Background: an optimization exercise with open tools, aiming at small area, a short achievable clock period and few clock cycles per item. Do not read the settings as production practice. Only simulation tests tie the RTL to the original design; equivalence was not proved.

`flow/abc_mine.script`:
```
&get -n
&st
&dch
&nf -R 1000
&put
```
`design.v`:
```
`timescale 1ns/1ps
module aes_lin_round (
    input  logic [31:0] a,
    output logic [31:0] y
);
    wire t0 = a[10] ^ a[12];
    wire t1 = a[13] ^ a[3];
    wire t2 = a[19] ^ a[27];
    wire t3 = a[26] ^ a[28];
    wire t4 = a[18] ^ a[20];
    wire t5 = a[2] ^ a[4];
    wire t6 = a[11] ^ a[21];
    wire t7 = a[22] ^ t3;
    wire t8 = a[6] ^ t0;
    wire t9 = a[14] ^ t4;
    wire t10 = a[29] ^ a[5];
    wire t11 = a[30] ^ t5;
    wire t12 = t10 ^ t2;
    wire t13 = t1 ^ t6;
    wire t14 = a[1] ^ a[17];
    wire t15 = a[25] ^ a[9];
    wire t16 = a[0] ^ a[15];
    wire t17 = a[16] ^ a[31];
    wire t18 = a[23] ^ a[8];
    wire t19 = a[24] ^ a[7];
    wire t20 = t12 ^ t13;
    wire t21 = t18 ^ t7;
    wire t22 = a[31] ^ t8;
    wire t23 = a[23] ^ t11;
    wire t24 = a[7] ^ t9;
    wire t25 = t14 ^ t16;
    wire t26 = t17 ^ t8;
    wire t27 = a[2] ^ t19;
    wire t28 = a[0] ^ t20;
    wire t29 = t15 ^ t18;
    wire t30 = a[17] ^ a[20];
    wire t31 = t11 ^ t29;
    wire t32 = a[25] ^ a[28];
    wire t33 = a[18] ^ a[4];
    wire t34 = a[19] ^ a[29];
    wire t35 = a[10] ^ t6;
    wire t36 = t19 ^ t9;
    wire t37 = a[27] ^ a[5];
    wire t38 = a[24] ^ t20;
    wire t39 = a[12] ^ a[26];
    wire t40 = t17 ^ t39;
    wire t41 = a[11] ^ a[3];
    wire t42 = a[15] ^ t7;
    wire t43 = a[2] ^ t21;
    wire t44 = t25 ^ t26;
    wire t45 = a[11] ^ t2;
    wire t46 = t22 ^ t27;
    wire t47 = t30 ^ t46;
    wire t48 = t1 ^ t14;
    wire t49 = t12 ^ t23;
    wire t50 = t3 ^ t9;
    wire t51 = a[16] ^ a[22];
    wire t52 = t0 ^ t51;
    wire t53 = a[8] ^ t11;
    wire t54 = a[18] ^ t19;
    wire t55 = a[10] ^ t16;
    wire t56 = t24 ^ t32;
    wire t57 = t55 ^ t56;
    wire t58 = a[0] ^ t34;
    wire t59 = a[14] ^ t14;
    wire t60 = a[1] ^ a[27];
    wire t61 = t17 ^ t35;
    wire t62 = t31 ^ t36;
    wire t63 = t13 ^ t24;
    wire t64 = t15 ^ t37;
    wire t65 = t5 ^ t64;
    wire t66 = a[30] ^ t4;
    wire t67 = a[8] ^ t38;
    wire t68 = a[16] ^ t8;
    wire t69 = a[26] ^ t16;
    wire t70 = a[15] ^ t21;
    wire t71 = t33 ^ t70;
    wire t72 = a[19] ^ a[9];
    wire t73 = t41 ^ t72;
    wire t74 = a[6] ^ t15;
    wire t75 = t23 ^ t40;
    assign y[0] = a[21] ^ a[25] ^ t1 ^ t2 ^ t43 ^ t44;
    assign y[1] = t45 ^ t47;
    assign y[2] = t22 ^ t48 ^ t49 ^ t50;
    assign y[3] = a[18] ^ t28 ^ t31 ^ t52;
    assign y[4] = t22 ^ t28 ^ t32 ^ t53;
    assign y[5] = t12 ^ t26 ^ t53 ^ t54;
    assign y[6] = t57;
    assign y[7] = a[6] ^ a[31] ^ t3 ^ t29 ^ t33 ^ t58 ^ t59;
    assign y[8] = a[3] ^ a[29] ^ t60 ^ t61 ^ t62;
    assign y[9] = a[3] ^ t2 ^ t57;
    assign y[10] = t7 ^ t22 ^ t63 ^ t65;
    assign y[11] = a[26] ^ t14 ^ t26 ^ t66 ^ t67;
    assign y[12] = a[1] ^ a[4] ^ a[8] ^ t20 ^ t24 ^ t68;
    assign y[13] = t1 ^ t36 ^ t37 ^ t68 ^ t69;
    assign y[14] = a[1] ^ t71;
    assign y[15] = a[7] ^ a[8] ^ a[22] ^ t40 ^ t59 ^ t65;
    assign y[16] = t7 ^ t10 ^ t44 ^ t54 ^ t73;
    assign y[17] = t41 ^ t60 ^ t71;
    assign y[18] = t0 ^ t11 ^ t14 ^ t34 ^ t42 ^ t63;
    assign y[19] = a[16] ^ t27 ^ t28 ^ t50 ^ t74;
    assign y[20] = a[9] ^ a[12] ^ a[16] ^ t9 ^ t38 ^ t42;
    assign y[21] = a[24] ^ t9 ^ t13 ^ t16 ^ t43;
    assign y[22] = a[9] ^ t75;
    assign y[23] = a[15] ^ a[20] ^ a[30] ^ t15 ^ t27 ^ t48 ^ t52;
    assign y[24] = a[5] ^ a[13] ^ a[17] ^ t45 ^ t62 ^ t69;
    assign y[25] = t73 ^ t75;
    assign y[26] = t4 ^ t6 ^ t8 ^ t15 ^ t42 ^ t49;
    assign y[27] = a[10] ^ a[14] ^ t5 ^ t7 ^ t25 ^ t67;
    assign y[28] = a[24] ^ t7 ^ t23 ^ t28 ^ t30;
    assign y[29] = t11 ^ t21 ^ t58 ^ t61;
    assign y[30] = t47;
    assign y[31] = a[23] ^ a[24] ^ a[28] ^ t25 ^ t35 ^ t66 ^ t74;
endmodule
module aes_lin_key (
    input  logic [31:0] a,
    output logic [31:0] y
);
    wire t0 = a[23] ^ a[7];
    wire t1 = a[15] ^ a[31];
    wire t2 = a[27] ^ a[3];
    wire t3 = a[11] ^ a[19];
    wire t4 = a[25] ^ a[9];
    wire t5 = a[1] ^ a[17];
    wire t6 = a[22] ^ a[30];
    wire t7 = a[14] ^ a[6];
    wire t8 = a[0] ^ a[18];
    wire t9 = a[16] ^ a[2];
    wire t10 = a[4] ^ t2;
    wire t11 = a[20] ^ t3;
    wire t12 = a[24] ^ a[26];
    wire t13 = t0 ^ t1;
    wire t14 = a[10] ^ a[12];
    wire t15 = a[8] ^ t4;
    wire t16 = a[13] ^ a[29];
    wire t17 = a[21] ^ a[28];
    wire t18 = a[5] ^ t5;
    wire t19 = t16 ^ t8;
    wire t20 = a[3] ^ t12;
    wire t21 = a[24] ^ t7;
    wire t22 = a[8] ^ t6;
    wire t23 = t19 ^ t9;
    wire t24 = a[18] ^ t13;
    wire t25 = a[2] ^ a[26];
    wire t26 = a[11] ^ a[16];
    wire t27 = a[0] ^ a[27];
    wire t28 = a[9] ^ t14;
    wire t29 = a[10] ^ a[19];
    wire t30 = a[1] ^ t10;
    wire t31 = a[17] ^ t11;
    wire t32 = a[29] ^ t17;
    wire t33 = t15 ^ t7;
    wire t34 = a[25] ^ t25;
    wire t35 = a[13] ^ a[21];
    wire t36 = t22 ^ t5;
    wire t37 = a[23] ^ a[5];
    wire t38 = a[15] ^ t0;
    wire t39 = a[12] ^ a[28];
    wire t40 = t20 ^ t24;
    wire t41 = a[22] ^ a[7];
    wire t42 = t2 ^ t3;
    wire t43 = a[0] ^ a[16];
    wire t44 = t0 ^ t43;
    wire t45 = t44 ^ t6;
    wire t46 = a[14] ^ a[20];
    wire t47 = a[19] ^ a[8];
    wire t48 = t10 ^ t18;
    wire t49 = t34 ^ t8;
    wire t50 = a[14] ^ t6;
    wire t51 = t14 ^ t15;
    wire t52 = t18 ^ t35;
    wire t53 = t20 ^ t26;
    wire t54 = t13 ^ t27;
    wire t55 = a[21] ^ a[6];
    wire t56 = a[30] ^ t28;
    wire t57 = a[8] ^ t1;
    wire t58 = a[4] ^ t11;
    wire t59 = t10 ^ t11;
    wire t60 = t1 ^ t21;
    wire t61 = t36 ^ t60;
    wire t62 = a[26] ^ t9;
    wire t63 = a[28] ^ t30;
    wire t64 = a[2] ^ t13;
    wire t65 = t15 ^ t29;
    wire t66 = a[6] ^ a[7];
    wire t67 = a[31] ^ t0;
    wire t68 = a[18] ^ t9;
    wire t69 = t12 ^ t27;
    wire t70 = t29 ^ t69;
    wire t71 = t24 ^ t26;
    assign y[0] = t22 ^ t23 ^ t30 ^ t38;
    assign y[1] = t31 ^ t39 ^ t40;
    assign y[2] = a[12] ^ t7 ^ t32 ^ t41 ^ t42;
    assign y[3] = a[17] ^ t33 ^ t45;
    assign y[4] = t32 ^ t38 ^ t46 ^ t47 ^ t48 ^ t49;
    assign y[5] = t50 ^ t51 ^ t52 ^ t53;
    assign y[6] = t3 ^ t5 ^ t25 ^ t54;
    assign y[7] = a[11] ^ a[31] ^ t17 ^ t36 ^ t49;
    assign y[8] = t37 ^ t53 ^ t55 ^ t56 ^ t57;
    assign y[9] = a[28] ^ t34 ^ t54 ^ t58;
    assign y[10] = a[5] ^ a[15] ^ a[29] ^ t50 ^ t59;
    assign y[11] = a[16] ^ a[25] ^ t61;
    assign y[12] = a[11] ^ a[22] ^ t1 ^ t16 ^ t37 ^ t51 ^ t62 ^ t63;
    assign y[13] = a[24] ^ t4 ^ t5 ^ t6 ^ t11 ^ t23 ^ t55;
    assign y[14] = t2 ^ t64 ^ t65;
    assign y[15] = a[1] ^ a[4] ^ a[29] ^ a[30] ^ t62 ^ t65 ^ t66;
    assign y[16] = t21 ^ t23 ^ t31 ^ t67;
    assign y[17] = t14 ^ t47 ^ t63 ^ t64;
    assign y[18] = a[6] ^ a[13] ^ t6 ^ t37 ^ t39 ^ t42;
    assign y[19] = a[1] ^ t4 ^ t21 ^ t45;
    assign y[20] = a[3] ^ a[24] ^ t52 ^ t56 ^ t58 ^ t67 ^ t68;
    assign y[21] = a[30] ^ t18 ^ t32 ^ t33 ^ t70;
    assign y[22] = a[10] ^ t2 ^ t5 ^ t71;
    assign y[23] = a[15] ^ a[27] ^ t18 ^ t21 ^ t28 ^ t68;
    assign y[24] = a[5] ^ a[14] ^ a[25] ^ t17 ^ t41 ^ t57 ^ t70;
    assign y[25] = a[20] ^ t10 ^ t28 ^ t71;
    assign y[26] = a[30] ^ a[31] ^ t7 ^ t35 ^ t59;
    assign y[27] = a[0] ^ a[9] ^ t61;
    assign y[28] = a[27] ^ t1 ^ t4 ^ t12 ^ t14 ^ t17 ^ t19 ^ t31 ^ t66;
    assign y[29] = a[22] ^ t23 ^ t33 ^ t48;
    assign y[30] = t3 ^ t4 ^ t40;
    assign y[31] = a[10] ^ a[13] ^ a[17] ^ a[22] ^ a[23] ^ t4 ^ t8 ^ t20 ^ t46;
endmodule
module aes_lin_in (
    input  logic [7:0] a,
    output logic [7:0] y
);
    wire t0 = a[1] ^ a[4];
    wire t1 = a[7] ^ t0;
    wire t2 = a[0] ^ a[3];
    wire t3 = a[2] ^ a[3];
    wire t4 = a[5] ^ a[6];
    wire t5 = t1 ^ t3;
    assign y[0] = a[0] ^ t1;
    assign y[1] = t0 ^ t2;
    assign y[2] = a[6] ^ a[7];
    assign y[3] = a[0] ^ a[1];
    assign y[4] = t4 ^ t5;
    assign y[5] = a[0] ^ a[4] ^ t4;
    assign y[6] = t2;
    assign y[7] = a[5] ^ t5;
endmodule
module aes_lin_out (
    input  logic [7:0] a,
    output logic [7:0] y
);
    wire t0 = a[4] ^ a[6];
    wire t1 = a[7] ^ t0;
    wire t2 = a[1] ^ a[4];
    wire t3 = a[1] ^ t1;
    wire t4 = a[5] ^ t2;
    assign y[0] = a[0] ^ a[2] ^ t0;
    assign y[1] = t1;
    assign y[2] = a[2] ^ t3;
    assign y[3] = a[2] ^ t2;
    assign y[4] = a[3] ^ t1;
    assign y[5] = t4;
    assign y[6] = a[3] ^ a[7] ^ t4;
    assign y[7] = t3;
endmodule
`timescale 1ns/1ps
module aes_inv_sbox (
    input  logic [7:0] v,
    output logic [7:0] w
);
    function automatic logic [3:0] m16(input logic [3:0] a, input logic [3:0] b);
        logic [3:0] r;
        logic [3:0] p;
        r = 4'd0;
        p = a;
        for (int i = 0; i < 4; i++) begin
            if (b[i]) r = r ^ p;
            p = {p[2:0], 1'b0} ^ (p[3] ? 4'h9 : 4'h0);
        end
        m16 = r;
    endfunction
    function automatic logic [3:0] i16(input logic [3:0] a);
        case (a)
            4'd0: i16 = 4'd0;
            4'd1: i16 = 4'd1;
            4'd2: i16 = 4'd12;
            4'd3: i16 = 4'd8;
            4'd4: i16 = 4'd6;
            4'd5: i16 = 4'd15;
            4'd6: i16 = 4'd4;
            4'd7: i16 = 4'd14;
            4'd8: i16 = 4'd3;
            4'd9: i16 = 4'd13;
            4'd10: i16 = 4'd11;
            4'd11: i16 = 4'd10;
            4'd12: i16 = 4'd2;
            4'd13: i16 = 4'd9;
            4'd14: i16 = 4'd7;
            4'd15: i16 = 4'd5;
            default: i16 = 4'd0;
        endcase
    endfunction
    logic [3:0] ah, al, dl, di;
    assign ah = v[7:4];
    assign al = v[3:0];
    assign dl = m16(m16(ah, ah), 4'd2) ^ m16(ah, al) ^ m16(al, al);
    assign di = i16(dl);
    assign w  = {m16(ah, di), m16(ah ^ al, di)};
endmodule
`timescale 1ns/1ps
module aes_key_store (
    input  logic          clk,
    input  logic [14:0]   we_i,
    input  logic [127:0]  wdata_i,
    output logic [1919:0] keys_o
);
    logic [127:0] ta, tm, k14, kmid;
    logic [127:0] rk [15];
    for (genvar k = 0; k < 16; k++) begin : g_byte
        aes_lin_in u_in (.a(wdata_i[127-8*k -: 8]), .y(ta[127-8*k -: 8]));
    end
    for (genvar c = 0; c < 4; c++) begin : g_col
        aes_lin_key u_key (.a(wdata_i[127-32*c -: 32]), .y(tm[127-32*c -: 32]));
    end
    logic [127:0] ta_c, tm_c;
    assign ta_c = ta ^ {16{8'd116}};
    assign tm_c = tm ^ {16{8'd116}};
    assign k14[127 -: 8] = ta_c[127 -: 8];
    assign k14[119 -: 8] = ta_c[23 -: 8];
    assign k14[111 -: 8] = ta_c[47 -: 8];
    assign k14[103 -: 8] = ta_c[71 -: 8];
    assign k14[95 -: 8] = ta_c[95 -: 8];
    assign k14[87 -: 8] = ta_c[119 -: 8];
    assign k14[79 -: 8] = ta_c[15 -: 8];
    assign k14[71 -: 8] = ta_c[39 -: 8];
    assign k14[63 -: 8] = ta_c[63 -: 8];
    assign k14[55 -: 8] = ta_c[87 -: 8];
    assign k14[47 -: 8] = ta_c[111 -: 8];
    assign k14[39 -: 8] = ta_c[7 -: 8];
    assign k14[31 -: 8] = ta_c[31 -: 8];
    assign k14[23 -: 8] = ta_c[55 -: 8];
    assign k14[15 -: 8] = ta_c[79 -: 8];
    assign k14[7 -: 8] = ta_c[103 -: 8];
    assign kmid[127 -: 8] = tm_c[127 -: 8];
    assign kmid[119 -: 8] = tm_c[23 -: 8];
    assign kmid[111 -: 8] = tm_c[47 -: 8];
    assign kmid[103 -: 8] = tm_c[71 -: 8];
    assign kmid[95 -: 8] = tm_c[95 -: 8];
    assign kmid[87 -: 8] = tm_c[119 -: 8];
    assign kmid[79 -: 8] = tm_c[15 -: 8];
    assign kmid[71 -: 8] = tm_c[39 -: 8];
    assign kmid[63 -: 8] = tm_c[63 -: 8];
    assign kmid[55 -: 8] = tm_c[87 -: 8];
    assign kmid[47 -: 8] = tm_c[111 -: 8];
    assign kmid[39 -: 8] = tm_c[7 -: 8];
    assign kmid[31 -: 8] = tm_c[31 -: 8];
    assign kmid[23 -: 8] = tm_c[55 -: 8];
    assign kmid[15 -: 8] = tm_c[79 -: 8];
    assign kmid[7 -: 8] = tm_c[103 -: 8];
    always_ff @(posedge clk) begin
        if (we_i[0]) rk[0] <= wdata_i;
        for (int r = 1; r < 14; r++) begin
            if (we_i[r]) rk[r] <= kmid;
        end
        if (we_i[14]) rk[14] <= k14;
    end
    for (genvar r = 0; r < 15; r++) begin : g_out
        assign keys_o[128*r +: 128] = rk[r];
    end
endmodule
`timescale 1ns/1ps
module aes_dec_ctrl (
    input  logic        clk,
    input  logic        resetn,
    input  logic        data_valid_i,
    input  logic        ring_busy_i,    
    output logic [1:0]  phase_o,
    output logic [3:0]  key_idx_o,
    output logic        ready_o,
    output logic [14:0] key_we_o,
    output logic        iv_load_o,
    output logic        block_load_o
);
    logic [1:0] phase;
    logic [3:0] kidx;
    logic       ready;
    logic [1:0] phase_d;
    always_comb begin
        phase_d = phase;
        if (data_valid_i) begin
            if (phase == 2'd0 && kidx == 4'd14) phase_d = 2'd1;
            else if (phase == 2'd1) phase_d = 2'd2;
        end
    end
    always_ff @(posedge clk or negedge resetn) begin
        if (!resetn) begin
            phase        <= 2'd0;
            kidx         <= 4'd0;
            ready        <= 1'b0;
            key_we_o     <= '0;
            iv_load_o    <= 1'b0;
            block_load_o <= 1'b0;
        end else begin
            phase <= phase_d;
            if (data_valid_i && phase == 2'd0 && kidx != 4'd14) kidx <= kidx + 4'd1;
            for (int r = 0; r < 15; r++) begin
                key_we_o[r] <= data_valid_i && phase == 2'd0 && kidx == r;
            end
            iv_load_o    <= data_valid_i && phase == 2'd1;
            block_load_o <= data_valid_i && ready;
            ready        <= phase_d == 2'd2 && !ring_busy_i;
        end
    end
    assign phase_o   = phase;
    assign key_idx_o = kidx;
    assign ready_o   = ready;
endmodule
`timescale 1ns/1ps
module aes_round_unit (
    input  logic [127:0] v_i,
    input  logic [127:0] rkey_i,
    output logic [127:0] w_o,
    output logic [127:0] v_o
);
    logic [127:0] m;
    logic [127:0] s;
    for (genvar k = 0; k < 16; k++) begin : g_inv
        aes_inv_sbox u_inv (.v(v_i[127-8*k -: 8]), .w(w_o[127-8*k -: 8]));
    end
    for (genvar c = 0; c < 4; c++) begin : g_col
        aes_lin_round u_lin (.a(w_o[127-32*c -: 32]), .y(m[127-32*c -: 32]));
    end
    assign s[127 -: 8] = m[127 -: 8];
    assign s[119 -: 8] = m[23 -: 8];
    assign s[111 -: 8] = m[47 -: 8];
    assign s[103 -: 8] = m[71 -: 8];
    assign s[95 -: 8] = m[95 -: 8];
    assign s[87 -: 8] = m[119 -: 8];
    assign s[79 -: 8] = m[15 -: 8];
    assign s[71 -: 8] = m[39 -: 8];
    assign s[63 -: 8] = m[63 -: 8];
    assign s[55 -: 8] = m[87 -: 8];
    assign s[47 -: 8] = m[111 -: 8];
    assign s[39 -: 8] = m[7 -: 8];
    assign s[31 -: 8] = m[31 -: 8];
    assign s[23 -: 8] = m[55 -: 8];
    assign s[15 -: 8] = m[79 -: 8];
    assign s[7 -: 8] = m[103 -: 8];
    assign v_o = s ^ rkey_i;
endmodule
`timescale 1ns/1ps
module aes_cbc_in (
    input  logic [127:0] ct_i,
    input  logic [127:0] k14_i,
    output logic [127:0] v_o
);
    logic [127:0] ta, s;
    for (genvar k = 0; k < 16; k++) begin : g_byte
        aes_lin_in u_in (.a(ct_i[127-8*k -: 8]), .y(ta[127-8*k -: 8]));
    end
    assign s[127 -: 8] = ta[127 -: 8];
    assign s[119 -: 8] = ta[23 -: 8];
    assign s[111 -: 8] = ta[47 -: 8];
    assign s[103 -: 8] = ta[71 -: 8];
    assign s[95 -: 8] = ta[95 -: 8];
    assign s[87 -: 8] = ta[119 -: 8];
    assign s[79 -: 8] = ta[15 -: 8];
    assign s[71 -: 8] = ta[39 -: 8];
    assign s[63 -: 8] = ta[63 -: 8];
    assign s[55 -: 8] = ta[87 -: 8];
    assign s[47 -: 8] = ta[111 -: 8];
    assign s[39 -: 8] = ta[7 -: 8];
    assign s[31 -: 8] = ta[31 -: 8];
    assign s[23 -: 8] = ta[55 -: 8];
    assign s[15 -: 8] = ta[79 -: 8];
    assign s[7 -: 8] = ta[103 -: 8];
    assign v_o = s ^ k14_i;
endmodule
module aes_cbc_out (
    input  logic [127:0] w_i,
    input  logic [127:0] x_i,
    output logic [127:0] plain_o
);
    logic [127:0] u;
    for (genvar k = 0; k < 16; k++) begin : g_byte
        aes_lin_out u_out (.a(w_i[127-8*k -: 8]), .y(u[127-8*k -: 8]));
    end
    assign plain_o = u ^ x_i;
endmodule
`timescale 1ns/1ps
module aes256_cbc_dec (
    input  logic         clk,
    input  logic         resetn,
    input  logic [127:0] data_i,
    input  logic         data_valid_i,
    output logic [127:0] plain_o,
    output logic         valid_o,
    output logic         ready_o,
    output logic [1:0]   phase_o,
    output logic [3:0]   key_idx_o
);
    localparam int N = 7;
    logic [14:0]   key_we;
    logic          iv_load;
    logic          block_load;
    logic [127:0]  din_q;
    logic [1919:0] keys;
    logic [127:0]  prev_ct;
    logic [127:0] v_q [N];
    logic [127:0] x_q [N];
    logic [N-1:0] val_q;
    logic [N-1:0] pass_q;
    logic [127:0] v_d [N];
    logic [127:0] w_d [N];
    logic [127:0] rk_sel [N];
    logic [127:0] v_in;
    logic [127:0] plain_d;
    aes_dec_ctrl u_ctrl (
        .clk          (clk),
        .resetn       (resetn),
        .data_valid_i (data_valid_i),
        .ring_busy_i  (val_q[N-3] && !pass_q[N-3]),
        .phase_o      (phase_o),
        .key_idx_o    (key_idx_o),
        .ready_o      (ready_o),
        .key_we_o     (key_we),
        .iv_load_o    (iv_load),
        .block_load_o (block_load)
    );
    always_ff @(posedge clk) begin
        din_q <= data_i;
    end
    aes_key_store u_keys (
        .clk     (clk),
        .we_i    (key_we),
        .wdata_i (din_q),
        .keys_o  (keys)
    );
    always_ff @(posedge clk) begin
        if (iv_load || block_load) prev_ct <= din_q;
    end
    aes_cbc_in u_in (
        .ct_i  (din_q),
        .k14_i (keys[128*14 +: 128]),
        .v_o   (v_in)
    );
    for (genvar j = 0; j < N; j++) begin : g_stage
        if (j < N - 1) begin : g_mux
            assign rk_sel[j] = pass_q[j] ? keys[128*(N-1-j) +: 128] : keys[128*(2*N-1-j) +: 128];
        end else begin : g_last
            assign rk_sel[j] = keys[128*(2*N-1-j) +: 128];
        end
        aes_round_unit u_round (
            .v_i    (v_q[j]),
            .rkey_i (rk_sel[j]),
            .w_o    (w_d[j]),
            .v_o    (v_d[j])
        );
    end
    always_ff @(posedge clk) begin
        for (int j = 1; j < N; j++) begin
            v_q[j] <= v_d[j-1];
            x_q[j] <= x_q[j-1];
        end
        if (block_load) begin
            v_q[0] <= v_in;
            x_q[0] <= prev_ct ^ keys[127:0];
        end else begin
            v_q[0] <= v_d[N-1];
            x_q[0] <= x_q[N-1];
        end
    end
    always_ff @(posedge clk or negedge resetn) begin
        if (!resetn) begin
            val_q  <= '0;
            pass_q <= '0;
        end else begin
            for (int j = 1; j < N; j++) begin
                val_q[j]  <= val_q[j-1];
                pass_q[j] <= pass_q[j-1];
            end
            val_q[0]  <= block_load || (val_q[N-1] && !pass_q[N-1]);
            pass_q[0] <= !block_load;
        end
    end
    aes_cbc_out u_out (
        .w_i     (w_d[N-1]),
        .x_i     (x_q[N-1]),
        .plain_o (plain_d)
    );
    always_ff @(posedge clk) begin
        plain_o <= plain_d;
    end
    always_ff @(posedge clk or negedge resetn) begin
        if (!resetn) begin
            valid_o <= 1'b0;
        end else begin
            valid_o <= val_q[N-1] && pass_q[N-1];
        end
    end
endmodule
```
`flow/run.sh`:
```
#!/bin/bash
# Standard ORFS layout; synthesis differs only in the abc script used for the
# combinational logic (area-oriented mapping, flow/abc_mine.script).
set -euo pipefail
W=$(pwd)
mkdir -p mysynth
cp "$FLOW_HOME/scripts/synth.tcl" mysynth/synth.tcl
# after the preamble sets abc_args, swap in our own abc script
sed -i "s#^source \$::env(SCRIPTS_DIR)/synth_preamble.tcl#&\nset abc_args [lreplace \$abc_args 1 1 $W/flow/abc_mine.script]#" mysynth/synth.tcl
grep -q "abc_mine.script" mysynth/synth.tcl
sed "s#\$::env(SCRIPTS_DIR)/synth.tcl#$W/mysynth/synth.tcl#" synth_recipe.tcl > mysynth/synth_recipe.tcl
grep -q "mysynth/synth.tcl" mysynth/synth_recipe.tcl
cp standard.sh standard_sh.log
bash standard.sh SYNTH_SCRIPT="$W/mysynth/synth_recipe.tcl" finish > standard.log 2>&1
```
`standard.sh`:
```
#!/bin/bash
# synth_recipe.tcl (not shown) runs the flow's synth.tcl, then flattens the netlist and writes it again
# the make line also repeats each setting of config.mk as NAME=value (left out here)
make -C /OpenROAD-flow-scripts/flow DESIGN_CONFIG=/design/flow/config.mk WORK_HOME=/design/flow/orfs CLKGATE_MAP_FILE= SYNTH_SCRIPT=/design/flow/synth_recipe.tcl "${@:-finish}"
```
`constraint.sdc`:
```
create_clock -name core_clock -period 10.0 [get_ports {clk}]
set_input_delay 2.0000 -clock core_clock [delete_from_list [all_inputs] [get_ports {clk}]]
set_output_delay 2.0000 -clock core_clock [all_outputs]
set_load 0.01 [all_outputs]
```
`config.mk`:
```
export PLATFORM = sky130hd
export DESIGN_NAME = aes256_cbc_dec
export DESIGN_NICKNAME = aes256_cbc_dec
export VERILOG_FILES = /design/flow/design.v
export SDC_FILE = /design/flow/constraint.sdc
export NUM_CORES = 4
export LEC_CHECK = 0
export ABC_AREA = 1
export CAP_MARGIN = 20
export CORE_MARGIN = 2
export CORE_UTILIZATION = 50
export SLEW_MARGIN = 20
```
==> results.ini, run 1 <==
[cts]
clkTransAtPathRegs_ps=60
cts_buffers=444
htreeDepth=5
ctsResizeCount=0
clock-root-buffer=clkbuf_16
hold_buffers=0
clockBufferDepth=4
cts_tree=yes
post_cts_buffers=0
clk_latency_ps=1110
cts.sink_count=4135

[detailed_routing]
drtIter0Drc=19670
route.vias.total=200800
dr.pass1.iters=8
viasPerCell=5.252
ant_nets=0
wirelength_um=983100
wl_per_cell_um=25.71
drc=0

[sta]
holdWs_ps=271.7
post-route-period-util_pct=76.19
setup_viol=0
finalSetupTns_ps=0
fin_ws_ps=2381
fin_crit_ps=7619
finClkSkew_ps=109.9
rsz0062_at_grt=false
hold_violations=0
worst_slew_pin_slew_ps=1366
relSlewSlack_pct=8.498
fmax_mhz=131.3
slew_viol_final=0

[floorplanning]
die_area_um2=570900
die_width_um=755.6
coreArea_um2=563900
ios=267
initial_core_util_pct=50.08
die_h_um=755.6
rows=276

[cells_and_area]
n_fill_cell=49830
layout.cells.non_filler=38240
multi_input_area_um2=180100
drive_above_1_share_pct=5.132
seq_area_um2=103600
area_growth_pct=12.72
design_area_um2=318400
fin_nets=30590

[yosys]
synthCells=28670
synth_area_um2=282400
ys_ff_latch=4135
synth.avg_cell_area_um2=9.850
synth-edff-count=2048
yosys_warnings=13
ys_types=47
synth-async-reset-ratio_pct=0.9432
synth_seq_area_share_pct=36.64
ys.flop_type=edfxtp_1
synth_nets=29340

[worst_setup_path]
worstPathRequired_ps=10910
end_kind=flip-flop
crit_arrival_ps=8530
crit_path_start_kind=flip-flop
startpoint=v_q[6][95]
crit_type=reg -> reg
cp_max_fo=15
r2r_start=v_q[6][95]

[hold_path]
hold_class=reg -> reg
min-delay-start=x_q[3][88]

[placement]
gp_congestion=0.9861
place_ws_ps=2444
dpl.cell_count=36980
io_buffers=266
dpl-instance-area_um2=301700
dp_hpwl_um=762900

[grt]
grt_usage_pct=33.37
grt_pass1_vias=191500
grt_pass1_wl_um=1385000
grt_max_degree=141
grt.overflow.total=0
antenna_found_initial=198

[outcome]
outcome=timing/DRC/antenna clean

[job]
cap_viol_max_count=0

==> metrics by stage <==
stage	util [%]
6_report	56.45
4_1_cts	56.25
2_1_floorplan	-
5_1_grt	56.42
3_3_place_gp	53.48
3_5_place_dp	53.51
==> per-layer routing <==
metal	up-vias	wire length, µm	GRT usage (%)
li1	95200	-	-
met5	-	288	0
met2	6653	442800	52.71
met4	40	62520	18.87
met1	97510	410700	44.09
met3	1425	66770	4.498
==> registers in the layout, indices dropped and copies added (netlist names) <==
register	cells
prev_ct	128
u_keys.rk	1920
u_ctrl.iv_load_o	1
u_ctrl.key_we_o	15
v_q	896
u_ctrl.block_load_o	1
x_q	896
valid_o	1
pass_q	7
val_q	7
din_q	128
u_ctrl.phase	2
u_ctrl.kidx	4
u_ctrl.ready	1
plain_o	128
==> path summary, 6_finish.rpt <==
path,end,depth (start not counted),slack (ps)
worst max-delay path,v_q[0][96],20,2380
worst min-delay path,x_q[4][88],0,270
worst max register to register,v_q[0][96],20,2380
worst min register to register,x_q[4][88],0,270
max in group asynchronous,pass_q[1],2,8350
min in group asynchronous,val_q[4],2,1080
==> worst max-delay path: stages (launching register included) <==
cell and delay [ps]:
dfxtp_1 710, xor2_1 590, xor2_1 450, xor2_1 270
nand2_1 110, xor2_1 270, xnor2_1 130, xnor2_1 390
a21oi_1 100, o21ai_0 840, nand2_1 160, xnor2_1 180
xnor2_1 600, xnor2_1 360, xnor2_1 820, xor2_1 300
xnor2_1 440, xnor2_1 130, xnor2_1 270, xnor2_1 90
o21ai_0 270
==> layout by cell type (no fill, tap or decap), types with 31 or more instances in the layout <==
master           instances
o22ai_1                 48
nand2_1               4267
a21boi_0                60
clkdlybuf4s50_1        265
a22oi_1                 39
a21oi_1                686
a32oi_1                 45
buf_4                  515
diode_2                415
nor2_1                1596
clkbuf_1                79
bufinv_16               31
xnor2_4                107
o21ai_0                637
and2_0                  67
or2_0                   72
xnor2_2                131
a31oi_1                 40
xor2_1                3595
clkbuf_16              469
nor2b_1                357
edfxtp_1              2048
clkbuf_8                42
mux2i_1                974
nand2b_1               261
clkinvlp_4              32
ha_1                   534
dfxtp_1               2039
clkinv_1               527
xnor2_1              10230
clkinv_2                65
inv_6                   32
==> layout make-up <==
class | count | share of cell area [%]
diodes | 415 | 0.3262
clock buffers | 592 | 3.966
clock inverters | 253 | 0.8863
inverters | 506 | 0.5974
multi-input cells | 24030 | 56.57
flip-flops and latches | 4135 | 32.53
well taps | 7506 | 2.950
repair buffers | 801 | 2.168
==> cell families (layout without fill, tap and decap cells) <==
logic type | count (synthesis) | in the layout | synth area share, %
xor+xnor | 14080 | 14080 | 43.70
other cells | 0 | 415 | 0
compound gates | 1775 | 1775 | 3.583
simple gates | 6667 | 6667 | 9.559
mux | 981 | 981 | 3.480
flops | 4135 | 4135 | 36.64
fa+ha+maj | 534 | 534 | 2.366
buf+inv | 506 | 2152 | 0.6725
==> cell usage after synthesis (28+ instances only) <==
| master | instances | area (µm²) |
|---|---|---|
| mux2i_1 | 974 | 9749 |
| xor2_1 | 3597 | 31500 |
| or2_0 | 73 | 456.7 |
| o22ai_1 | 48 | 300.3 |
| o31ai_1 | 28 | 210.2 |
| a32oi_1 | 45 | 394.1 |
| xnor2_1 | 10470 | 91680 |
| a21boi_0 | 60 | 450.4 |
| a22oi_1 | 39 | 292.8 |
| nand2b_1 | 261 | 1633 |
| a31oi_1 | 40 | 250.2 |
| dfrtp_1 | 39 | 975.9 |
| and2_0 | 67 | 419.2 |
| dfxtp_1 | 2048 | 41000 |
| ha_1 | 534 | 6681 |
| nor2b_1 | 357 | 2233 |
| nor2_1 | 1596 | 5991 |
| o21ai_0 | 643 | 3218 |
| a21oi_1 | 686 | 3433 |
| edfxtp_1 | 2048 | 61500 |
| nand2_1 | 4267 | 16020 |
| clkinv_1 | 506 | 1899 |
Testbench counts, summed over its fixed seeds: cycles 728, items 256.
==> run 2: changes to the inputs <==
--- a/design.v
+++ b/design.v
@@ -412,17 +412,21 @@
 endmodule
 `timescale 1ns/1ps
-module aes_round_unit (
+module aes_inv_layer (
     input  logic [127:0] v_i,
+    output logic [127:0] w_o
+);
+    for (genvar k = 0; k < 16; k++) begin : g_inv
+        aes_inv_sbox u_inv (.v(v_i[127-8*k -: 8]), .w(w_o[127-8*k -: 8]));
+    end
+endmodule
+module aes_round_unit (
+    input  logic [127:0] w_i,
     input  logic [127:0] rkey_i,
-    output logic [127:0] w_o,
     output logic [127:0] v_o
 );
     logic [127:0] m;
     logic [127:0] s;
-    for (genvar k = 0; k < 16; k++) begin : g_inv
-        aes_inv_sbox u_inv (.v(v_i[127-8*k -: 8]), .w(w_o[127-8*k -: 8]));
-    end
     for (genvar c = 0; c < 4; c++) begin : g_col
-        aes_lin_round u_lin (.a(w_o[127-32*c -: 32]), .y(m[127-32*c -: 32]));
+        aes_lin_round u_lin (.a(w_i[127-32*c -: 32]), .y(m[127-32*c -: 32]));
     end
     assign s[127 -: 8] = m[127 -: 8];
@@ -495,5 +499,5 @@
     output logic [3:0]   key_idx_o
 );
-    localparam int N = 7;
+    localparam int N = 14;
     logic [14:0]   key_we;
     logic          iv_load;
@@ -506,7 +510,7 @@
     logic [N-1:0] val_q;
     logic [N-1:0] pass_q;
-    logic [127:0] v_d [N];
-    logic [127:0] w_d [N];
-    logic [127:0] rk_sel [N];
+    logic [127:0] nxt [N];
+    logic [127:0] w_last;
+    logic [127:0] rk_sel [7];
     logic [127:0] v_in;
     logic [127:0] plain_d;
@@ -540,20 +544,24 @@
         .v_o   (v_in)
     );
-    for (genvar j = 0; j < N; j++) begin : g_stage
-        if (j < N - 1) begin : g_mux
-            assign rk_sel[j] = pass_q[j] ? keys[128*(N-1-j) +: 128] : keys[128*(2*N-1-j) +: 128];
+    for (genvar j = 0; j < 7; j++) begin : g_stage
+        if (j < 6) begin : g_mux
+            assign rk_sel[j] = pass_q[2*j+1] ? keys[128*(6-j) +: 128] : keys[128*(13-j) +: 128];
         end else begin : g_last
-            assign rk_sel[j] = keys[128*(2*N-1-j) +: 128];
+            assign rk_sel[j] = keys[128*7 +: 128];
         end
+        aes_inv_layer u_inv (
+            .v_i (v_q[2*j]),
+            .w_o (nxt[2*j])
+        );
         aes_round_unit u_round (
-            .v_i    (v_q[j]),
+            .w_i    (v_q[2*j+1]),
             .rkey_i (rk_sel[j]),
-            .w_o    (w_d[j]),
-            .v_o    (v_d[j])
+            .v_o    (nxt[2*j+1])
         );
     end
+    assign w_last = v_q[N-1];
     always_ff @(posedge clk) begin
         for (int j = 1; j < N; j++) begin
-            v_q[j] <= v_d[j-1];
+            v_q[j] <= nxt[j-1];
             x_q[j] <= x_q[j-1];
         end
@@ -562,5 +570,5 @@
             x_q[0] <= prev_ct ^ keys[127:0];
         end else begin
-            v_q[0] <= v_d[N-1];
+            v_q[0] <= nxt[N-1];
             x_q[0] <= x_q[N-1];
         end
@@ -580,5 +588,5 @@
     end
     aes_cbc_out u_out (
-        .w_i     (w_d[N-1]),
+        .w_i     (w_last),
         .x_i     (x_q[N-1]),
         .plain_o (plain_d)
--- a/flow/run.sh
+++ b/flow/run.sh
@@ -1,5 +1,7 @@
 #!/bin/bash
 # Standard ORFS layout; synthesis differs only in the abc script used for the
-# combinational logic (area-oriented mapping, flow/abc_mine.script).
+# combinational logic (area-oriented mapping, flow/abc_mine.script), without
+# the half-adder extraction step. Ports get plain buf_2 buffers (not delay cells),
+# and timing repair aims at 6 ns of setup slack.
 set -euo pipefail
 W=$(pwd)
@@ -12,3 +14,3 @@
 grep -q "mysynth/synth.tcl" mysynth/synth_recipe.tcl
 cp standard.sh standard_sh.log
-bash standard.sh SYNTH_SCRIPT="$W/mysynth/synth_recipe.tcl" finish > standard.log 2>&1
+bash standard.sh SYNTH_SCRIPT="$W/mysynth/synth_recipe.tcl" ADDER_MAP_FILE= SETUP_SLACK_MARGIN=6 "BUFFER_PORTS_ARGS=-buffer_cell sky130_fd_sc_hd__buf_2" finish > standard.log 2>&1
--- a/config.mk
+++ b/config.mk
@@ -9,4 +9,5 @@
 export CAP_MARGIN = 20
 export CORE_MARGIN = 2
-export CORE_UTILIZATION = 50
+export CORE_UTILIZATION = 55
+export SETUP_SLACK_MARGIN = 5
 export SLEW_MARGIN = 20
==> results.ini, run 2 <==
[outcome]
outcome=timing/DRC/antenna clean

[detailed_routing]
drc=0
viasPerCell=5.281
drtIter0Drc=20770
wirelength_um=958000
ant_nets=0
wl_per_cell_um=25.32
route.vias.total=199800
dr.pass1.iters=8

[placement]
dpl-instance-area_um2=317200
dpl.cell_count=36310
gp_congestion=0.9942
dp_hpwl_um=739800
io_buffers=266
place_ws_ps=5320

[sta]
hold_violations=0
worst_slew_pin_slew_ps=1333
fin_ws_ps=6017
fin_crit_ps=3983
fmax_mhz=251.1
post-route-period-util_pct=39.83
finClkSkew_ps=89.60
setup_viol=0
slew_viol_final=0
relSlewSlack_pct=10.52
rsz0062_at_grt=true
finalSetupTns_ps=0

[grt]
grt_pass1_wl_um=1361000
grt.overflow.total=0
grt_pass1_vias=191500
grt_usage_pct=33.42
grt_max_degree=153
antenna_found_initial=229

[yosys]
ys_types=45
ys.flop_type=dfxtp_1
synth_area_leaders=xnor2_1 29%, dfxtp_1 25%, edfxtp_1 20%, xor2_1 10%, nand2_1 5.0%
synth-xor-area-share_pct=39.17
yosys_warnings=12
muxShareOfSynthArea_pct=2.855
synth_top_family_by_area=XOR/XNOR gates
synthAdderAreaFrac_pct=0
synthCells=28530
synth_seq_area_share_pct=46.17
synth_simple_gate_area_share_pct=8.412
synth-async-reset-ratio_pct=0.8921
synth_nets=28660
synth-edff-count=2048
synth_common_cells=10030 x xnor2_1, 3999 x nand2_1, 3840 x dfxtp_1, 3479 x xor2_1, 2048 x edfxtp_1
synth_top_area_cell=xnor2_1
synth_area_um2=302600
synth.avg_cell_area_um2=10.61
ys_ff_latch=5941
synth-compound-area-share_pct=2.936
yosysMostFrequentCell=xnor2_1
netlist.area_leader.share_pct=29.03

[worst_setup_path]
max_stage_delay_ps=980
crit_path_top_delay_cell=dfxtp_1
worstPathRequired_ps=10880
path_buf_inv=0
cp_max_fo=5
crit_path_start_kind=flip-flop
path_cells=xor2_1, xnor2_1, xor2_1, xnor2_1, xnor2_1, xnor2_2
crit_path_frequent_cell=xnor2_1
crit_type=reg -> reg
end_kind=flip-flop
crit_arrival_ps=4870
crit_family=XOR/XNOR gates

[floorplanning]
ios=267
die_width_um=745.7
die_area_um2=556000
rows=272
coreArea_um2=548300
die_h_um=745.7
initial_core_util_pct=55.18

[cts]
htreeDepth=6
clkTransAtPathRegs_ps=70
cts_tree=yes
cts.sink_count=5941
cts_buffers=623
clk_latency_ps=1170
clock-root-buffer=clkbuf_16
clockBufferDepth=4

[cells_and_area]
top_regs=u_keys.rk (1920), v_q (1792), x_q (1792)
fin_nets=29810
layout_common_cells=9881 x xnor2_1, 3999 x nand2_1, 3820 x dfxtp_1
largest_reg_flops=1920
area_growth_pct=12.55
drive_above_1_share_pct=6.020
design_area_um2=340500
final_common_cell=xnor2_1
regMostFlops=u_keys.rk
layout.cells.non_filler=37830

[hold_path]
hold_class=reg -> reg

[job]
cap_viol_max_count=0

-- run 2: changes by cell type after synthesis, moves of 116 or more --
| cell | previous run | this run |
|---|---|---|
| clkinv_1 | 506 | 363 |
| o21ai_0 | 643 | 487 |
| xor2_1 | 3597 | 3479 |
| dfxtp_1 | 2048 | 3840 |
| ha_1 | 534 | 0 |
| nand2_1 | 4267 | 3999 |
| o22ai_1 | 48 | 164 |
| xnor2_1 | 10468 | 10030 |
| a21oi_1 | 686 | 551 |
-- run 2: final cells by class --
cell class,count,area [µm²]
timing repair buffer,525,3487
multi-input combinational,22220,164400
antenna,355,888.4
inverter,363,1365
sequential,5941,139800
clock inverter,314,3749
fill,45020,207700
tap,7261,9085
clock buffer,850,17770
-- run 2: per-layer routing --
layer	track usage [%]	vias up	share of wire, %
li1	-	94150	-
met1	44.87	96980	42
met2	52.68	7086	45
met3	4.718	1524	7.4
met4	17.41	58	5.8
met5	0	-	0.040
-- run 2: per-stage QoR --
stage | hold slack, ps | utilization (%)
after global routing | 294.0 | 62.08
after global placement | 309.6 | 57.83
after floorplan | 309.6 | -
final | 294.0 | 62.11
after detailed placement | 312.1 | 57.86
after CTS | 280.7 | 61.81
-- run 2: final timing paths --
path                                       end          from  slack (ps)  cells past startpoint
max in group asynchronous  u_ctrl.key_we_o[10]        resetn        8380                      2
hold reg to reg                     x_q[5][42]    x_q[4][42]         290                      0
hold / removal                      x_q[5][42]    x_q[4][42]         290                      0
setup / recovery                   v_q[12][44]  v_q[11][116]        6020                      6
min in group asynchronous              valid_o        resetn        1030                      2
setup reg to reg                   v_q[12][44]  v_q[11][116]        6020                      6
-- run 2: kinds of logic (layout without fill, tap and decap cells) --
family	after synthesis	after routing
compound gates	1564	1564
xor+xnor	13520	13520
buf+inv	363	2052
flops	5941	5941
mux	863	863
other cells	0	355
simple gates	6278	6278
-- run 2: repair_timing --
item,in CTS,in global routing
pin swaps,1,2
setup buffers,0,2
hold buffers,0,0
setup endpoints to repair,22,334
resized for setup,18,129
Testbench counts of run 2, summed over its fixed seeds: cycles 840, items 256.
==> run 3: changes to the inputs <==
==> flow/abc_mine.script (replaced) <==
strash
dch
map -a
&get -n
&st
&dch
&nf -R 1000
&put
--- a/config.mk
+++ b/config.mk
@@ -9,5 +9,5 @@
 export CAP_MARGIN = 20
 export CORE_MARGIN = 2
-export CORE_UTILIZATION = 55
+export CORE_UTILIZATION = 62
 export SETUP_SLACK_MARGIN = 5
 export SLEW_MARGIN = 20
==> results.ini, run 3 <==
[yosys]
synth_seq_area_share_pct=46.34
synth_area_um2=301500
synth_top_area_cell=dfxtp_1
synth.avg_cell_area_um2=10.68
ys_ff_latch=5941
synth-async-reset-ratio_pct=0.8921
synth_area_leaders=dfxtp_1 26%, xnor2_1 22%, edfxtp_1 20%, xor2_1 16%, nand2_1 4.5%
synth-edff-count=2048
yosysMostFrequentCell=xnor2_1
synthCells=28240
ys.flop_type=dfxtp_1
yosys_warnings=12
synth_common_cells=7722 x xnor2_1, 5495 x xor2_1, 3840 x dfxtp_1, 3637 x nand2_1, 2048 x edfxtp_1
netlist.area_leader.share_pct=25.50
synth_nets=28370
ys_types=52

[cells_and_area]
layout_common_cells=7589 x xnor2_1, 5405 x xor2_1, 3824 x dfxtp_1
area_growth_pct=12.09
drive_above_1_share_pct=5.846
fin_util_pct=69.63
largest_reg_flops=1920
n_fill_cell=35580
top_regs=u_keys.rk (1920), v_q (1792), x_q (1792)
layout.cells.non_filler=36560
regMostFlops=u_keys.rk
design_area_um2=337900
final_common_cell=xnor2_1
fin_nets=29480

[worst_setup_path]
crit_path_frequent_cell=buf_12
crit_path_top_delay_cell=dfrtp_4
crit_path_start_kind=flip-flop
path_cells=buf_12, buf_12, inv_2, a21oi_1, o21ai_1, o21ai_0
cp_max_fo=168
crit_type=reg -> reg
worstPathRequired_ps=10920
crit_arrival_ps=4930
max_stage_delay_ps=880
end_kind=flip-flop

[grt]
antenna_found_initial=166
grt.overflow.total=0
grt_pass1_wl_um=1372000
grt_usage_pct=38.47
grt_max_degree=169
grt_pass1_vias=194700

[detailed_routing]
dr.pass1.iters=6
drtIter0Drc=23940
viasPerCell=5.574
wl_per_cell_um=26.62
route.vias.total=203800
ant_nets=1
drc=0
wirelength_um=973000

[hold_path]
hold_class=reg -> reg

[floorplanning]
die_width_um=701.3
initial_core_util_pct=62.12
die_area_um2=491800
ios=267
rows=256
die_h_um=701.3
coreArea_um2=485300

[cts]
clk_latency_ps=1130
cts.sink_count=5941
clockBufferDepth=4
clock-root-buffer=clkbuf_16
clkTransAtPathRegs_ps=70
htreeDepth=6
cts_tree=yes
cts_buffers=602

[sta]
fin_crit_ps=4002
relSlewSlack_pct=3.932
rsz0062_at_grt=true
holdWs_ps=271.0
setup_viol=0
fmax_mhz=249.9
finClkSkew_ps=115.0
hold_violations=0
slew_viol_final=0
fin_ws_ps=5998
worst_slew_pin_slew_ps=1436
finalSetupTns_ps=0
post-route-period-util_pct=40.02

[outcome]
violations=antenna rules
outcome=complete, but fails checks

[job]
cap_viol_max_count=0

[placement]
io_buffers=266
gp_congestion=1.019
dpl.cell_count=35190
dpl-instance-area_um2=315800
dp_hpwl_um=733500
place_ws_ps=5575

-- run 3: cell count changes in the layout (fill, tap and decap cells not counted), sizes merged, moves of 54 or more --
| cell | change |
|---|---|
| xor2 | +2016 |
| a31oi | -70 |
| xnor2 | -2308 |
| diode | -116 |
| a21oi | -55 |
| o211ai | +54 |
| nand2b | +347 |
| nor2b | +121 |
| o22ai | -68 |
| nand2 | -362 |
-- run 3: kinds of logic (layout without fill, tap and decap cells) --
kind of cell	count (synthesis)	count (layout)	synth area share [%]
AO/OA/AOI/OAI	1493	1493	2.923
other	0	239	0
buffers and inverters	327	1959	0.4072
multiplexers	892	892	2.973
XOR/XNOR	13220	13220	38.41
AND/OR/NAND/NOR	6365	6365	8.947
flip-flops	5941	5941	46.34
-- run 3: critical path, delay by kind of cell, from the launching register on --
kind	cells	cell delay [ps]
buffers and inverters	3	1640
DFF	1	880
AOI/OAI and AO/OA	3	680
-- run 3: final timing paths --
kind                                     startpoint               to  slack [ps]  cells after the start
worst max-delay path            u_ctrl.block_load_o       v_q[0][32]        6000                      6
worst min-delay path                     x_q[2][67]       x_q[3][67]         270                      0
worst max register to register  u_ctrl.block_load_o       v_q[0][32]        6000                      6
worst min register to register           x_q[2][67]       x_q[3][67]         270                      0
max in group asynchronous                    resetn        pass_q[1]        8020                      2
min in group asynchronous                    resetn  u_ctrl.phase[1]        1160                      2
-- run 3: area by class of cell --
cell class | count | area (µm²) | share of cell area [%]
inverter | 327 | 1227 | 0.3633
clock buffer | 819 | 16970 | 5.021
sequential | 5941 | 139800 | 41.38
multi-input combinational | 21970 | 163800 | 48.47
clock inverter | 306 | 3984 | 1.179
antenna | 239 | 598.1 | 0.1770
timing repair buffer | 507 | 3472 | 1.028
tap | 6450 | 8070 | 2.388
-- run 3: metal layers --
metal	wire [µm]	share of wire [%]	global-route usage, %	up-vias
met3	104200	11	9.731	1923
met1	398800	41	52.62	99440
li1	-	-	-	92980
met4	52120	5.4	17.76	74
met5	916	0.094	0	-
met2	417000	43	57.39	9361
-- run 3: repair_timing --
| action | in CTS | in global routing |
|---|---|---|
| hold buffers | 0 | 0 |
| setup buffers | 0 | 1 |
| gates resized for setup | 15 | 76 |
| endpoints found under the setup margin | 13 | 104 |
| cloned | 0 | 0 |
| pin swaps | 0 | 8 |

-- what the ideal ports hide --
In the flow no input, the clock included, has a driving cell. The finished layouts below were timed again as built, in two steps. Step 1, drivers: a clkbuf_16 drives clk and a buf_2 each remaining input, both assumed. Step 2 times the ports against the registers' clock, not the clock port: input delays grow and output delays shrink by t, the midpoint of the rising clock arrivals with the driver on. a / b / c = no drivers / after step 1 / after step 2; a / b = the first two.
run	shift t [ns]	setup WS [ns]	worst register clock-pin slew, ns
run 1	1.181	2.381 / 2.381 / 2.381	0.08 / 0.08
run 2	1.243	6.017 / 6.017 / 6.017	0.07 / 0.07
run 3	1.207	5.998 / 5.941 / 5.998	0.07 / 0.07
